Background: an optimization exercise with open tools, aiming at small area, a short achievable clock period and few clock cycles per item. Do not read the settings as production practice. Only simulation tests tie the RTL to the original design; equivalence was not proved. Power figures rest on the tool's default switching activity, not on a simulated workload.

==> run a <==
Design keyed_score_table, start of the top module:
module keyed_score_table (
    input  logic        clk,
    input  logic        rst_n,
    input  logic        in_valid,
    output logic        in_ready,
    input  logic [2:0]  in_op,
    input  logic [31:0] in_player_id,
    input  logic [31:0] in_score,
    output logic        out_valid,
    input  logic        out_ready,
    output logic [1:0]  out_status,
    output logic [31:0] out_id,
    output logic [31:0] out_score,
    output logic        out_last
);
export LEC_CHECK = 0
export ABC_CLOCK_PERIOD_IN_PS = 3000
export CAP_MARGIN = 20
export CORE_MARGIN = 2
export CORE_UTILIZATION = 30
export SETUP_SLACK_MARGIN = 5
export SLEW_MARGIN = 20
create_clock -name core_clock -period 10.0 [get_ports {clk}]
standard.sh (not shown) runs the stock make flow with config.mk's settings and CLKGATE_MAP_FILE= SYNTH_SCRIPT=/design/flow/synth_recipe.tcl, a recipe that flattens the netlist after the stock synthesis.
==> flow/flow/run.sh <==
#!/bin/bash
set -euo pipefail
bash standard.sh SETUP_SLACK_MARGIN=6 finish > layout.log 2>&1
==> run b (differences from run a) <==
--- a/flow/design.v
+++ b/flow/design.v
@@ -39,64 +39,38 @@
     logic          busy_reg;
     logic [3:0]    qk [1:3];
     logic [1:0]    rk [1:3];
     logic [DW-1:0] dq_out;
     logic [3:0]    r_out;
     logic [4:0]    top;
     logic [5:0]    kn;
     assign top = 5'($signed(dividend[36:DW]));
-    logic        p2;
-    logic [31:0] p2q;
-    logic        p2r;
-    always_comb
-    begin
-        p2  = 1'b1;
-        p2q = dividend[31:0];
-        p2r = 1'b0;
-        case (divisor)
-            5'd1:  begin p2q = dividend[31:0]; p2r = 1'b0;               end
-            5'd2:  begin p2q = dividend[32:1]; p2r = dividend[0];        end
-            5'd4:  begin p2q = dividend[33:2]; p2r = |dividend[1:0];     end
-            5'd8:  begin p2q = dividend[34:3]; p2r = |dividend[2:0];     end
-            5'd16: begin p2q = dividend[35:4]; p2r = |dividend[3:0];     end
-            default: p2 = 1'b0;
-        endcase
-    end
     function automatic logic ge4(input logic [3:0] r, input logic [3:0] a);
         ge4 = (r[3] & ~a[3]) | ((r[3] | ~a[3]) & ((r[2] & ~a[2]) | ((r[2] | ~a[2])
               & ((r[1] & ~a[1]) | ((r[1] | ~a[1]) & (r[0] | ~a[0]))))));
     endfunction
-    function automatic logic gt4(input logic [3:0] r, input logic [3:0] a);
-        gt4 = (r[3] & ~a[3]) | ((r[3] | ~a[3]) & ((r[2] & ~a[2]) | ((r[2] | ~a[2])
-              & ((r[1] & ~a[1]) | ((r[1] | ~a[1]) & (r[0] & ~a[0]))))));
-    endfunction
     logic [1:0] be;
-    logic       up [1:3];
+    logic [3:0] ak [1:3];
     logic [1:0] ek [1:3];
-    logic [STEPS-1:0][3:1]      upr, upn;
-    logic [STEPS-1:0][3:1][1:0] ekr, ekn;
-    logic [1:0] rkn [1:3];
-    logic [5:0] knn;
-    logic [1:0] bn;
     logic [1:0] dk [1:3];
     logic [3:1] ck;
     always_comb
     begin
         r_out  = r_reg;
         dq_out = dq_reg;
         for (int s = 0; s < STEPS; s++)
         begin
             be = dq_out[DW-1:DW-2];
             for (int k = 1; k <= 3; k++)
             begin
-                up[k] = upr[s][k];
-                ek[k] = ekr[s][k];
-                ck[k] = up[k] ? gt4(r_out, qk[k]) : ge4(r_out, qk[k]);
-                dk[k] = up[k] ? 2'(r_out[1:0] - qk[k][1:0] - 2'd1) : 2'(r_out[1:0] - qk[k][1:0]);
+                ak[k] = qk[k] + {3'd0, rk[k] > be};
+                ek[k] = 2'({rk[k] > be, be} - {1'b0, rk[k]});
+                ck[k] = ge4(r_out, ak[k]);
+                dk[k] = r_out[1:0] - ak[k][1:0];
             end
             if (ck[3])
             begin
                 r_out  = {dk[3], ek[3]};
                 dq_out = {dq_out[DW-3:0], 2'd3};
             end
             else if (ck[2])
             begin
@@ -110,95 +84,60 @@
             end
             else
             begin
                 r_out  = {r_out[1:0], be};
                 dq_out = {dq_out[DW-3:0], 2'd0};
             end
         end
     end
-    always_comb
-    begin
-        for (int k = 1; k <= 3; k++)
-        begin
-            knn    = 6'(k) * {1'b0, divisor};
-            rkn[k] = load ? knn[1:0] : rk[k];
-        end
-        for (int s = 0; s < STEPS; s++)
-        begin
-            if (load)
-                bn = dividend[DW-1-2*s -: 2];
-            else if (DW-1-2*STEPS-2*s >= 1)
-                bn = dq_reg[(DW-1-2*STEPS-2*s >= 1 ? DW-1-2*STEPS-2*s : 1) -: 2];
-            else
-                bn = 2'd0;
-            for (int k = 1; k <= 3; k++)
-            begin
-                upn[s][k] = (rkn[k] > bn);
-                ekn[s][k] = 2'({rkn[k] > bn, bn} - {1'b0, rkn[k]});
-            end
-        end
-    end
-    assign done_nx = load ? p2 : (done || (busy_reg && cyc_reg == CYC - 1));
+    assign done_nx = !load && (done || (busy_reg && cyc_reg == CYC - 1));
     always_ff @(posedge clk or negedge rst_n)
     begin
         if (!rst_n)
         begin
             busy_reg <= 1'b0;
             done     <= 1'b0;
             cyc_reg  <= '0;
         end
         else if (load)
         begin
-            busy_reg <= !p2;
-            done     <= p2;
+            busy_reg <= 1'b1;
+            done     <= 1'b0;
             cyc_reg  <= '0;
         end
         else if (busy_reg)
         begin
             cyc_reg <= cyc_reg + 1'b1;
             if (cyc_reg == CYC - 1)
             begin
                 busy_reg <= 1'b0;
                 done     <= 1'b1;
             end
         end
     end
     always_ff @(posedge clk)
     begin
         if (load)
         begin
-            if (p2)
-            begin
-                r_reg  <= {3'd0, p2r};
-                dq_reg <= DW'(p2q);
-            end
-            else
-            begin
-                r_reg  <= top[4] ? 4'(top + divisor) : top[3:0];
-                dq_reg <= dividend[DW-1:0];
-            end
+            r_reg   <= top[4] ? 4'(top + divisor) : top[3:0];
+            dq_reg  <= dividend[DW-1:0];
             neg_reg <= dividend[36];
             for (int k = 1; k <= 3; k++)
             begin
                 kn    = 6'(k) * {1'b0, divisor};
                 qk[k] <= kn[5:2];
                 rk[k] <= kn[1:0];
             end
         end
         else if (busy_reg)
         begin
             dq_reg <= dq_out;
             r_reg  <= r_out;
         end
-        if (load || busy_reg)
-        begin
-            upr <= upn;
-            ekr <= ekn;
-        end
     end
     assign quotient = dq_reg[31:0] + {31'd0, neg_reg && (r_reg != 4'd0)};
 endmodule
 `timescale 1ns / 1ps
 import kst_pkg::*;
 module keyed_score_table_core #(
     parameter int DIV_STEPS = 2
 ) (
@@ -272,17 +211,17 @@
             end
     end
     logic [N-1:0] m, sel, maxsel, minsel, fre, rem_eff;
     logic         found;
     logic         oa, ob, oc;
     always_comb
     begin
         m       = b_m & valid;
-        rem_eff = rem;
+        rem_eff = s_act ? rem : valid;
         for (int i = 0; i < N; i++)
         begin
             oa = 1'b0; ob = 1'b0; oc = 1'b0;
             for (int j = 0; j < N; j++)
             begin
                 oa = oa | (m[j] & bf[j][i]);
                 ob = ob | (valid[j] & bx[j][i]);
                 oc = oc | (rem_eff[j] & rs[j][i]);
@@ -495,27 +434,17 @@
                 if (add_ok && fre[j])
                     bu[j][i] <= 1'b1;
                 else if (add_ok && fre[i])
                     bu[j][i] <= 1'b0;
                 else if (sort_step && !s_act)
                     bu[j][i] <= rs[j][i];
             end
         if (sort_step)
-            rem <= last ? valid : rem_eff & ~minsel;
-        else if (s_act)
-            rem <= rem;
-        else if (clr)
-            rem <= '0;
-        else if (add_ok)
-            rem <= valid | fre;
-        else if (rem_ok)
-            rem <= valid & ~sel;
-        else
-            rem <= valid;
+            rem <= rem_eff & ~minsel;
         addv   <= wr ? b_sc : 32'd0;
         subv   <= (upd_ok || rem_ok) ? rd_sc : 32'd0;
         zero_f <= add_ok && empty;
         sum    <= sum_next;
         if (q_cnt == 2'd0 || (q_cnt == 2'd1 && out_ready))
         begin
             if (produce)
                 q_head <= res;
==> run c (differences from run a) <==
--- a/flow/design.v
+++ b/flow/design.v
@@ -25,30 +25,30 @@
     input  logic               rst_n,
     input  logic               load,
     input  logic signed [36:0] dividend,
     input  logic [4:0]         divisor,
     output logic               done,
     output logic               done_nx,      
     output logic [31:0]        quotient
 );
-    localparam int CYC = (16 + STEPS - 1) / STEPS;
+    localparam int CYC = (18 + STEPS - 1) / STEPS;
     localparam int DW  = 2 * CYC * STEPS;
     logic [DW-1:0] dq_reg;    
     logic [3:0]    r_reg;     
     logic          neg_reg;
     logic [$clog2(CYC+1)-1:0] cyc_reg;
     logic          busy_reg;
     logic [3:0]    qk [1:3];
     logic [1:0]    rk [1:3];
     logic [DW-1:0] dq_out;
     logic [3:0]    r_out;
-    logic [4:0]    top;
     logic [5:0]    kn;
-    assign top = 5'($signed(dividend[36:DW]));
+    logic [3:0]    nm1;       
+    assign nm1 = 4'(divisor - 5'd1);
     logic        p2;
     logic [31:0] p2q;
     logic        p2r;
     always_comb
     begin
         p2  = 1'b1;
         p2q = dividend[31:0];
         p2r = 1'b0;
@@ -57,89 +57,77 @@
             5'd2:  begin p2q = dividend[32:1]; p2r = dividend[0];        end
             5'd4:  begin p2q = dividend[33:2]; p2r = |dividend[1:0];     end
             5'd8:  begin p2q = dividend[34:3]; p2r = |dividend[2:0];     end
             5'd16: begin p2q = dividend[35:4]; p2r = |dividend[3:0];     end
             default: p2 = 1'b0;
         endcase
     end
     function automatic logic ge4(input logic [3:0] r, input logic [3:0] a);
-        ge4 = (r[3] & ~a[3]) | ((r[3] | ~a[3]) & ((r[2] & ~a[2]) | ((r[2] | ~a[2])
-              & ((r[1] & ~a[1]) | ((r[1] | ~a[1]) & (r[0] | ~a[0]))))));
+        logic [3:0] g, k;
+        g = r & ~a;
+        k = r | ~a;
+        ge4 = g[3] | (k[3] & g[2]) | (k[3] & k[2] & g[1]) | (k[3] & k[2] & k[1] & k[0]);
     endfunction
     function automatic logic gt4(input logic [3:0] r, input logic [3:0] a);
-        gt4 = (r[3] & ~a[3]) | ((r[3] | ~a[3]) & ((r[2] & ~a[2]) | ((r[2] | ~a[2])
-              & ((r[1] & ~a[1]) | ((r[1] | ~a[1]) & (r[0] & ~a[0]))))));
+        logic [3:0] g, k;
+        g = r & ~a;
+        k = r | ~a;
+        gt4 = g[3] | (k[3] & g[2]) | (k[3] & k[2] & g[1]) | (k[3] & k[2] & k[1] & g[0]);
     endfunction
-    logic [1:0] be;
-    logic       up [1:3];
-    logic [1:0] ek [1:3];
-    logic [STEPS-1:0][3:1]      upr, upn;
-    logic [STEPS-1:0][3:1][1:0] ekr, ekn;
-    logic [1:0] rkn [1:3];
-    logic [5:0] knn;
-    logic [1:0] bn;
-    logic [1:0] dk [1:3];
-    logic [3:1] ck;
-    always_comb
-    begin
-        r_out  = r_reg;
-        dq_out = dq_reg;
-        for (int s = 0; s < STEPS; s++)
+    function automatic logic gt2(input logic [1:0] a, input logic [1:0] b);
+        gt2 = (a[1] & ~b[1]) | ((a[1] | ~b[1]) & a[0] & ~b[0]);
+    endfunction
+    function automatic logic [21:0] step4(input logic [3:0] r, input logic [1:0] be,
+                                          input logic [3:0] q1, input logic [3:0] q2,
+                                          input logic [3:0] q3, input logic [1:0] r1,
+                                          input logic [1:0] r2, input logic [1:0] r3);
+        logic [3:0] qq [1:3];
+        logic [1:0] rr [1:3];
+        logic [3:0] cand [0:3];
+        logic [3:1] ck;
+        logic       up;
+        logic [1:0] ek, dk;
+        logic [1:0] dig;
+        qq[1] = q1; qq[2] = q2; qq[3] = q3;
+        rr[1] = r1; rr[2] = r2; rr[3] = r3;
+        cand[0] = {r[1:0], be};
+        for (int k = 1; k <= 3; k++)
         begin
-            be = dq_out[DW-1:DW-2];
-            for (int k = 1; k <= 3; k++)
-            begin
-                up[k] = upr[s][k];
-                ek[k] = ekr[s][k];
-                ck[k] = up[k] ? gt4(r_out, qk[k]) : ge4(r_out, qk[k]);
-                dk[k] = up[k] ? 2'(r_out[1:0] - qk[k][1:0] - 2'd1) : 2'(r_out[1:0] - qk[k][1:0]);
-            end
-            if (ck[3])
-            begin
-                r_out  = {dk[3], ek[3]};
-                dq_out = {dq_out[DW-3:0], 2'd3};
-            end
-            else if (ck[2])
-            begin
-                r_out  = {dk[2], ek[2]};
-                dq_out = {dq_out[DW-3:0], 2'd2};
-            end
-            else if (ck[1])
-            begin
-                r_out  = {dk[1], ek[1]};
-                dq_out = {dq_out[DW-3:0], 2'd1};
-            end
-            else
-            begin
-                r_out  = {r_out[1:0], be};
-                dq_out = {dq_out[DW-3:0], 2'd0};
-            end
+            up      = gt2(rr[k], be);
+            ek      = be - rr[k];
+            ck[k]   = up ? gt4(r, qq[k]) : ge4(r, qq[k]);
+            dk      = up ? 2'(r[1:0] - qq[k][1:0] - 2'd1) : 2'(r[1:0] - qq[k][1:0]);
+            cand[k] = {dk, ek};
         end
-    end
+        dig = ck[3] ? 2'd3 : ck[2] ? 2'd2 : ck[1] ? 2'd1 : 2'd0;
+        step4 = {dig, cand[3], cand[2], cand[1], cand[0]};
+    endfunction
+    logic [21:0] s1;
+    logic [21:0] s2 [0:3];
+    logic [1:0]  g1, g2;
+    logic [3:0]  c1 [0:3];
+    logic [3:0]  r1n;
     always_comb
     begin
-        for (int k = 1; k <= 3; k++)
-        begin
-            knn    = 6'(k) * {1'b0, divisor};
-            rkn[k] = load ? knn[1:0] : rk[k];
-        end
-        for (int s = 0; s < STEPS; s++)
+        r_out  = r_reg;
+        dq_out = dq_reg;
+        for (int s = 0; s < STEPS; s += 2)
         begin
-            if (load)
-                bn = dividend[DW-1-2*s -: 2];
-            else if (DW-1-2*STEPS-2*s >= 1)
-                bn = dq_reg[(DW-1-2*STEPS-2*s >= 1 ? DW-1-2*STEPS-2*s : 1) -: 2];
-            else
-                bn = 2'd0;
-            for (int k = 1; k <= 3; k++)
-            begin
-                upn[s][k] = (rkn[k] > bn);
-                ekn[s][k] = 2'({rkn[k] > bn, bn} - {1'b0, rkn[k]});
-            end
+            s1 = step4(r_out, dq_out[DW-1:DW-2], qk[1], qk[2], qk[3], rk[1], rk[2], rk[3]);
+            g1 = s1[17:16];
+            for (int j = 0; j < 4; j++)
+            begin
+                c1[j] = s1[4*j +: 4];
+                s2[j] = step4(c1[j], dq_out[DW-3:DW-4], qk[1], qk[2], qk[3], rk[1], rk[2], rk[3]);
+            end
+            g2    = s2[g1][17:16];
+            r1n   = s2[g1][4*s2[g1][17:16] +: 4];
+            r_out = r1n;
+            dq_out = {dq_out[DW-5:0], g1, g2};
         end
     end
     assign done_nx = load ? p2 : (done || (busy_reg && cyc_reg == CYC - 1));
     always_ff @(posedge clk or negedge rst_n)
     begin
         if (!rst_n)
         begin
             busy_reg <= 1'b0;
@@ -168,37 +156,32 @@
         begin
             if (p2)
             begin
                 r_reg  <= {3'd0, p2r};
                 dq_reg <= DW'(p2q);
             end
             else
             begin
-                r_reg  <= top[4] ? 4'(top + divisor) : top[3:0];
-                dq_reg <= dividend[DW-1:0];
+                r_reg  <= dividend[36] ? nm1 : 4'd0;
+                dq_reg <= DW'(dividend);
             end
             neg_reg <= dividend[36];
             for (int k = 1; k <= 3; k++)
             begin
                 kn    = 6'(k) * {1'b0, divisor};
                 qk[k] <= kn[5:2];
                 rk[k] <= kn[1:0];
             end
         end
         else if (busy_reg)
         begin
             dq_reg <= dq_out;
             r_reg  <= r_out;
         end
-        if (load || busy_reg)
-        begin
-            upr <= upn;
-            ekr <= ekn;
-        end
     end
     assign quotient = dq_reg[31:0] + {31'd0, neg_reg && (r_reg != 4'd0)};
 endmodule
 `timescale 1ns / 1ps
 import kst_pkg::*;
 module keyed_score_table_core #(
     parameter int DIV_STEPS = 2
 ) (
@@ -218,16 +201,17 @@
 );
     localparam int N = MAX_PLAYERS;
     logic              a_v;
     logic [2:0]        a_op;
     logic [31:0]       a_id;
     logic [31:0]       a_sc;
     logic              b_v;
     logic [2:0]        b_op;
+    logic              b_sort;           
     logic [31:0]       b_id;
     logic [31:0]       b_sc;
     logic [N-1:0]      b_m;       
     logic [N-1:0]      b_xlt;     
     logic [N-1:0]      b_xgt;     
     logic [N-1:0][31:0] ids;
     logic [N-1:0][31:0] scs;
     logic [N-1:0]       valid;
@@ -308,44 +292,42 @@
             OP_AVG:  d = (n == 5'd0) || (dd && !chg);
             default: d = 1'b1;
         endcase
         done_fn = bv && (qc != 2'd2) && d;
     endfunction
     logic        room, empty, full, go, last, avg_rdy, done_op, produce;
     logic        add_ok, upd_ok, rem_ok, clr, sort_step, wr;
     logic [N-1:0] rdsel, w;
-    logic [31:0] rd_id, rd_sc;
+    logic [31:0] rd_id, rd_sc, old_sc;
     logic [66:0] res;
     assign room    = (q_cnt != 2'd2);
     assign empty   = (cnt == 5'd0);
     assign full    = cnt[4];
     assign go      = b_v && room;
     assign last    = ({1'b0, s_k} == cnt - 5'd1);
     assign avg_rdy = div_done && !chg1;
     assign add_ok    = go && (b_op == OP_ADD) && !full;
     assign upd_ok    = go && (b_op == OP_UPDATE) && found;
     assign rem_ok    = go && (b_op == OP_REMOVE) && found;
     assign clr       = go && (b_op == OP_CLEAR);
     assign sort_step = go && (b_op == OP_SORT) && !empty;
     assign wr        = add_ok || upd_ok;
     assign w         = add_ok ? fre : sel;
     always_comb
     begin
-        case (b_op)
-            OP_SORT: rdsel = minsel;
-            OP_MAX:  rdsel = maxsel;
-            default: rdsel = sel;
-        endcase
-        rd_id = '0;
-        rd_sc = '0;
+        rdsel  = b_sort ? minsel : maxsel;
+        rd_id  = '0;
+        rd_sc  = '0;
+        old_sc = '0;
         for (int i = 0; i < N; i++)
         begin
-            rd_id = rd_id | (ids[i] & {32{rdsel[i]}});
-            rd_sc = rd_sc | (scs[i] & {32{rdsel[i]}});
+            rd_id  = rd_id | (ids[i] & {32{rdsel[i]}});
+            rd_sc  = rd_sc | (scs[i] & {32{rdsel[i]}});
+            old_sc = old_sc | (scs[i] & {32{sel[i]}});
         end
     end
     always_comb
     begin
         done_op = 1'b1;
         produce = 1'b1;
         res     = {ST_OK, 32'd0, 32'd0, 1'b1};
         case (b_op)
@@ -462,16 +444,17 @@
         begin
             a_op <= in_op;
             a_id <= in_player_id;
             a_sc <= in_score;
         end
         if (b_take)
         begin
             b_op  <= b_op_n;
+            b_sort <= (a_op == OP_SORT);
             b_id  <= a_id;
             b_sc  <= a_sc;
             b_m   <= am;
             b_xlt <= axlt;
             b_xgt <= axgt;
         end
         for (int i = 0; i < N; i++)
         begin
@@ -507,17 +490,17 @@
             rem <= '0;
         else if (add_ok)
             rem <= valid | fre;
         else if (rem_ok)
             rem <= valid & ~sel;
         else
             rem <= valid;
         addv   <= wr ? b_sc : 32'd0;
-        subv   <= (upd_ok || rem_ok) ? rd_sc : 32'd0;
+        subv   <= (upd_ok || rem_ok) ? old_sc : 32'd0;
         zero_f <= add_ok && empty;
         sum    <= sum_next;
         if (q_cnt == 2'd0 || (q_cnt == 2'd1 && out_ready))
         begin
             if (produce)
                 q_head <= res;
         end
         else if (out_ready)
==> flow/config.mk (replaced) <==
export PLATFORM = sky130hd
export DESIGN_NAME = keyed_score_table
export DESIGN_NICKNAME = keyed_score_table
export VERILOG_FILES = /design/flow/design.v
export SDC_FILE = /design/flow/constraint.sdc
export NUM_CORES = 4
export LEC_CHECK = 0
export ABC_CLOCK_PERIOD_IN_PS = 3000
export CAP_MARGIN = 20
export CORE_MARGIN = 2
export CORE_UTILIZATION = 45
export SETUP_SLACK_MARGIN = 5
export SLEW_MARGIN = 20
==> impl_metrics.yaml <==
min_path:
  min_from: "u_core.q_tail[19]"
sta:
  relSlewSlack_pct: 12.52
detailed_routing:
  vias: 91831
  viasPerCell: 6.176
  first_iter_violations: 17320
layout:
  layout.nets: 10790
  signal_buffers: 697
status:
  status: "complete, no violations"
That was run a.
==> impl_metrics.yaml <==
detailed_routing:
  vias: 89270
  viasPerCell: 6.153
  first_iter_violations: 16859
  met1_length_um: 201200
status:
  status: "complete, no violations"
sta:
  relSlewSlack_pct: 7.072
layout:
  signal_buffers: 919
  layout.nets: 10474
That was run b.
==> impl_metrics.yaml <==
worst_setup_path:
  reg2reg_to: "u_core.q_head[21]"
min_path:
  min_from: "u_core.a_id[13]"
detailed_routing:
  viasPerCell: 7.183
  vias: 98267
  first_iter_violations: 19708
pwr:
  comb_power_share_pct: 44.6
  maxPowerGroup: "combinational logic"
layout:
  signal_buffers: 690
synthesis:
  ys_dominant_reg_cell: "edfxtp_1"
status:
  status: "complete, no violations"
That was run c.
Testbench counts of run a, summed over its fixed seeds: cycles 5,824, items 3,200.
Testbench counts of run b, summed over its fixed seeds: cycles 6,449, items 3,200.
Testbench counts of run c, summed over its fixed seeds: cycles 5,914, items 3,200.

## what the ideal ports hide
Ports are ideal in the flow. The routed layouts listed here were re-timed in OpenROAD.
Step 1: set_driving_cell puts a clkbuf_16 on clk and a buf_2 on each other input, an assumption about the parent block.
Step 2 times the ports against the registers' clock, not the clock port: input delays grow and output delays shrink by t, the midpoint of the rising clock arrivals with the driver on.
Slacks: no drivers / after step 1 / after step 2; pairs: no drivers / after step 1.
run | shift t [ns] | setup WS [ns] | hold slack, ns | latest minus earliest clock arrival (ns) | slew at the worst register clock pin (ns)
run a | 1.002 | 5.383 / 5.383 / 5.192 | 0.455 / 0.455 / 0.455 | 0.111 / 0.112 | 0.07 / 0.07
run b | 1.004 | 4.927 / 4.927 / 4.927 | 0.473 / 0.473 / 0.473 | 0.106 / 0.105 | 0.08 / 0.08
run c | 0.997 | 5.684 / 5.684 / 5.085 | 0.493 / 0.493 / 0.493 | 0.120 / 0.119 | 0.07 / 0.07
After both steps every run listed still meets setup and hold. For run c, which loses most, drivers alone change the setup slack by 0.000 ns; drivers and shift together by -0.599 ns.
